Source: an optimization exercise on an open RTL-to-GDS flow (aim: small area, a short achievable clock period and few clock cycles per item). Production flows keep margins and buffers that such runs may drop. Only simulation tests tie the RTL to the original design; equivalence was not proved.

// dual_axis_pd_velocity_loop
module dual_axis_pd_velocity_loop (
   input  logic         clock,
   input  logic         reset,
   input  logic         req_valid,
   output logic         req_ready,
   input  logic [15:0]  req_cmd_x,
   input  logic [15:0]  req_cmd_y,
   input  logic [15:0]  req_vel_x,
   input  logic [15:0]  req_vel_y,
   output logic         rsp_valid,
   input  logic         rsp_ready,
   output logic [15:0]  rsp_out_x,
   output logic [15:0]  rsp_out_y,
   output logic         rsp_clipped,
   input  logic         csr_valid,
   output logic         csr_ready,
   input  logic [2:0]   csr_index,
   input  logic [31:0]  csr_data
);
export LEC_CHECK = 0
export ABC_AREA = 1
export CAP_MARGIN = 10
export CORE_MARGIN = 2
export CORE_UTILIZATION = 30
export CTS_CLUSTER_DIAMETER = 120
export CTS_CLUSTER_SIZE = 22
export PLACE_DENSITY = 0.85
export SETUP_SLACK_MARGIN = 5.0
export SLEW_MARGIN = 10
create_clock -name core_clock -period 11.0 [get_ports {clock}]
standard.sh (not shown) runs the stock make flow with config.mk's settings and CLKGATE_MAP_FILE= SYNTH_SCRIPT=/design/flow/synth_recipe.tcl, a recipe that flattens the netlist after the stock synthesis.
==> flow/flow/run.sh <==
#!/bin/bash
# The standard layout, with one step added after synthesis: flow/polarity.py
# moves inverters through the full-adder cells of the synthesized netlist
# (a full adder with all inputs inverted gives both outputs inverted), which
# leaves fewer inverters. Registers and the rest of the netlist are unchanged.
set -euo pipefail
cp standard.sh standard_sh.log
bash standard.sh synth > synth.log 2>&1
R=orfs/results/${FLOW_PLATFORM}/dual_axis_pd_velocity_loop/base
python3 flow/polarity.py "$R/1_2_yosys.v" "$R/1_2_yosys.pol.v" > polarity.log 2>&1
mv "$R/1_2_yosys.pol.v" "$R/1_2_yosys.v"
rm -f "$R/1_synth.odb" "$R/1_synth.sdc"
bash standard.sh > layout.log 2>&1
Other scripts of this flow, unchanged in this note and not shown: flow/flow/polarity.py
Testbench counts at the start, summed over its fixed seeds: cycles 2,176, items 2,048.
Change:
--- a/flow/config.mk
+++ b/flow/config.mk
@@ -12,5 +12,5 @@
 export CTS_CLUSTER_DIAMETER = 120
 export CTS_CLUSTER_SIZE = 22
-export PLACE_DENSITY = 0.85
+export PLACE_DENSITY = 0.9
 export SETUP_SLACK_MARGIN = 5.0
 export SLEW_MARGIN = 10
The changed run finished clean.
Final area stays flat.
Utilization is about the same.
Non-clock buffer count increases by 5.
Change:
--- a/flow/config.mk
+++ b/flow/config.mk
@@ -9,8 +9,8 @@
 export CAP_MARGIN = 10
 export CORE_MARGIN = 2
-export CORE_UTILIZATION = 30
+export CORE_UTILIZATION = 50
 export CTS_CLUSTER_DIAMETER = 120
 export CTS_CLUSTER_SIZE = 22
-export PLACE_DENSITY = 0.9
+export PLACE_DENSITY = 0.8
 export SETUP_SLACK_MARGIN = 5.0
 export SLEW_MARGIN = 10
The new run finished clean.
Area after synthesis stays the same.
Clock skew fell by 0.059 ns.
Maximum frequency falls by 1.6%.
Setup slack degrades by 0.097 ns.
Final area fell by 2.5%.
Sequential share of layout area rises by 0.48 points.
Cell count drops by 12%.


dual_axis_pd_velocity_loop again, from the RTL that the note above started with.
export LEC_CHECK = 0
export ABC_AREA = 1
export CAP_MARGIN = 10
export CORE_MARGIN = 2
export CORE_UTILIZATION = 30
export CTS_CLUSTER_DIAMETER = 120
export CTS_CLUSTER_SIZE = 22
export PLACE_DENSITY = 0.5
export SETUP_SLACK_MARGIN = 5.0
export SLEW_MARGIN = 10
create_clock -name core_clock -period 11.0 [get_ports {clock}]
run.sh (not shown) runs the stock make flow with config.mk's settings and CLKGATE_MAP_FILE= SYNTH_SCRIPT=/design/flow/synth_recipe.tcl, a recipe that flattens the netlist after the stock synthesis.
Stock flow here: none of the scripts above is used.
The starting point completed without violations.
Testbench counts at the start, summed over its fixed seeds: cycles 2,176, items 2,048.
Change:
--- a/flow/config.mk
+++ b/flow/config.mk
@@ -14 +13,0 @@
-export PLACE_DENSITY = 0.5
Outcome: The new run completed with no timing, DRC or antenna violations; wire length is lower slightly; first-iteration DRC count is higher by about a fifth; die area does not change; via count is higher slightly; cell area hardly moves; global-route usage is lower by 0.40 points; cell count is about the same; flip-flop and latch count is unchanged; clock-buffer cell count is lower by 4; setup slack degrades by 100 ps.
Change:
--- a/flow/config.mk
+++ b/flow/config.mk
@@ -13,0 +14 @@
+export PLACE_DENSITY = 0.72
Register-to-register slack degrades by 40 ps.
Wire length shrinks by 9.4%.
Count of clock-buffer cells in the layout grows by 3.
Utilization shrinks by 0.28 points.
Cell area shrinks by 0.84%.
Area after synthesis does not change.
Worst setup slack improves by 85 ps.
Via count shrinks by 1.0%.
Change:
--- a/flow/config.mk
+++ b/flow/config.mk
@@ -12,3 +12,2 @@
-export CTS_CLUSTER_DIAMETER = 120
-export CTS_CLUSTER_SIZE = 22
-export PLACE_DENSITY = 0.72
+export CTS_CLUSTER_DIAMETER = 100
+export CTS_CLUSTER_SIZE = 18
The changed run ran to the end with no violations.
Routed wire length grows by about 11%.
First-iteration DRC count shrinks by 8.6%.
Synthesized cell count does not change.
Design area grows by about 1.2%.
Clock-buffer cell count grows by 11.


== run A ==
Starting RTL as in the previous note.
==> flow/config.mk <==
export PLATFORM = sky130hd
export DESIGN_NAME = dual_axis_pd_velocity_loop
export DESIGN_NICKNAME = dual_axis_pd_velocity_loop
export VERILOG_FILES = /design/flow/design.v
export SDC_FILE = /design/flow/constraint.sdc
export NUM_CORES = 4
export LEC_CHECK = 0
export ABC_AREA = 1
export CAP_MARGIN = 10
export CORE_MARGIN = 2
export CORE_UTILIZATION = 30
export CTS_CLUSTER_DIAMETER = 120
export CTS_CLUSTER_SIZE = 22
export PLACE_DENSITY = 0.72
export SETUP_SLACK_MARGIN = 5.0
export SLEW_MARGIN = 10
==> flow/constraint.sdc <==
create_clock -name core_clock -period 11.0 [get_ports {clock}]
set_input_delay 2.2000 -clock core_clock [delete_from_list [all_inputs] [get_ports {clock}]]
set_output_delay 2.2000 -clock core_clock [all_outputs]
set_load 0.01 [all_outputs]
standard.sh (not shown) runs the stock make flow with config.mk's settings and CLKGATE_MAP_FILE= SYNTH_SCRIPT=/design/flow/synth_recipe.tcl, a recipe that flattens the netlist after the stock synthesis.
Scripts as last shown in full above: flow/flow/run.sh
Other scripts of this flow, unchanged in this note and not shown: flow/flow/polarity.py
Testbench counts of run A, summed over its fixed seeds: cycles 2,176, items 2,048.
The inputs of run B differ from those of run A as listed below.
# run A
export LEC_CHECK = 0
export ABC_AREA = 1
export CAP_MARGIN = 10
export CORE_MARGIN = 2
export CORE_UTILIZATION = 30
export CTS_CLUSTER_DIAMETER = 120
export CTS_CLUSTER_SIZE = 22
export PLACE_DENSITY = 0.72
export SETUP_SLACK_MARGIN = 5.0
export SLEW_MARGIN = 10
create_clock -name core_clock -period 11.0 [get_ports {clock}]
# run B
export LEC_CHECK = 0
export ABC_AREA = 1
export CAP_MARGIN = 10
export CORE_MARGIN = 2
export CORE_UTILIZATION = 30
export CTS_CLUSTER_DIAMETER = 120
export CTS_CLUSTER_SIZE = 22
export PLACE_DENSITY = 0.5
export SETUP_SLACK_MARGIN = 5.0
export SLEW_MARGIN = 10
create_clock -name core_clock -period 11.0 [get_ports {clock}]
Findings:
Of run A and run B, the run reporting the higher final routed wire length divided by cell count was run B. Cmp run A and run B / final area / lower: run A. Diff run A -> run B: final critical delay including setup and external delays shows an increase of 14 ps; first-pass detailed-route iteration total down 1. The higher final weighted congestion in routability-driven placement came out of run A. When run B is set beside run A, its largest net degree at the start of global routing turns out to be about 24% larger. Compared with run A, run B shows sequential share of layout area lower by 0.18 points. Share of the clock period used by the worst path: run A vs run B, no meaningful difference.
Inputs modified between run B and run C:
# run B
export LEC_CHECK = 0
export ABC_AREA = 1
export CAP_MARGIN = 10
export CORE_MARGIN = 2
export CORE_UTILIZATION = 30
export CTS_CLUSTER_DIAMETER = 120
export CTS_CLUSTER_SIZE = 22
export PLACE_DENSITY = 0.5
export SETUP_SLACK_MARGIN = 5.0
export SLEW_MARGIN = 10
create_clock -name core_clock -period 11.0 [get_ports {clock}]
# run C
export LEC_CHECK = 0
export ABC_AREA = 1
export CAP_MARGIN = 10
export CORE_MARGIN = 2
export CORE_UTILIZATION = 30
export CTS_CLUSTER_DIAMETER = 120
export CTS_CLUSTER_SIZE = 22
export PLACE_DENSITY = 0.8
export SETUP_SLACK_MARGIN = 5.0
export SLEW_MARGIN = 10
create_clock -name core_clock -period 11.0 [get_ports {clock}]
Notes after the runs:
Going from run B to run C, final hold violation count held steady; number of global-route vias before repair picked up an extra 0.98%; highest attainable clock frequency picked up an extra 0.0024 GHz; buffers inserted during post-CTS setup optimization +2.
Compare run C and run B | number of nets in the layout lower: run C
Run C vs. run B: normalized max-slew margin +1.5 points; final cell count -about 0.54%.
Setup changes, run C to run D
# run C
export LEC_CHECK = 0
export ABC_AREA = 1
export CAP_MARGIN = 10
export CORE_MARGIN = 2
export CORE_UTILIZATION = 30
export CTS_CLUSTER_DIAMETER = 120
export CTS_CLUSTER_SIZE = 22
export PLACE_DENSITY = 0.8
export SETUP_SLACK_MARGIN = 5.0
export SLEW_MARGIN = 10
create_clock -name core_clock -period 11.0 [get_ports {clock}]
# run D
export LEC_CHECK = 0
export ABC_AREA = 1
export CAP_MARGIN = 10
export CORE_MARGIN = 2
export CORE_UTILIZATION = 30
export CTS_CLUSTER_DIAMETER = 120
export CTS_CLUSTER_SIZE = 22
export SETUP_SLACK_MARGIN = 5.0
export SLEW_MARGIN = 10
create_clock -name core_clock -period 11.0 [get_ports {clock}]
--- outcome ---
Run D and run C all finish clean.
Run comparison: run D type of the setup path with the least slack in2reg; run C type of the setup path with the least slack reg2reg
Re count of pins on the block boundary: no difference whatsoever between run C and run D.
Between run D and run C, maximum frequency from static timing analysis is lower for run D, run C comes in above that.
Run C → run D: cell count of the worst reg-to-reg path -2, sequential portion of the cell area dropped 0.16 points, worst hold slack up 7.7 ps.

-- re-timing with driven ports --
How much do the figures lean on ideal ports? The routed layouts below were timed once more, with nothing changed but the port constraints.
Step 1 (the two cells are an assumption about what drives the block):
set clk [get_ports {clock}]
set_driving_cell -lib_cell sky130_fd_sc_hd__clkbuf_16 $clk
set_driving_cell -lib_cell sky130_fd_sc_hd__buf_2 [delete_from_list [all_inputs] $clk]
Step 2 also shifts input and output timing later by t, the mid clock arrival at the registers, as if the neighbouring blocks saw the same clock.
Three values: ideal ports, drivers, drivers and shift; two values: the first two.
run	shift t [ns]	slack for setup (ns)	hold slack, ns	slew at the worst register clock pin (ns)
the first run of note 1	0.746	4.814 / 4.814 / 4.430	0.374 / 0.374 / 0.374	0.10 / 0.10
the second run of note 1	0.728	5.059 / 5.038 / 4.348	0.421 / 0.421 / 0.421	0.10 / 0.10
the third run of note 1	0.739	4.963 / 5.021 / 4.282	0.426 / 0.426 / 0.426	0.10 / 0.10
the first run of note 2	0.808	5.111 / 5.087 / 4.402	0.391 / 0.391 / 0.391	0.10 / 0.10
the second run of note 2	0.782	5.011 / 5.060 / 4.277	0.423 / 0.423 / 0.423	0.10 / 0.10
the third run of note 2	0.754	5.096 / 5.085 / 4.417	0.415 / 0.415 / 0.415	0.11 / 0.11
the fourth run of note 2	0.821	5.027 / 5.077 / 4.256	0.408 / 0.408 / 0.408	0.09 / 0.09
run A	0.751	5.049 / 5.069 / 4.352	0.418 / 0.418 / 0.418	0.10 / 0.10
run B	0.797	5.036 / 5.099 / 4.309	0.407 / 0.407 / 0.407	0.10 / 0.10
run C	0.754	5.119 / 5.119 / 4.419	0.417 / 0.417 / 0.417	0.10 / 0.10
run D	0.771	5.026 / 5.071 / 4.300	0.424 / 0.424 / 0.424	0.10 / 0.10
After both steps setup and hold are still met in every run listed. For the fourth run of note 2, which loses most, drivers alone change the setup slack by +0.050 ns; drivers and shift together by -0.771 ns.
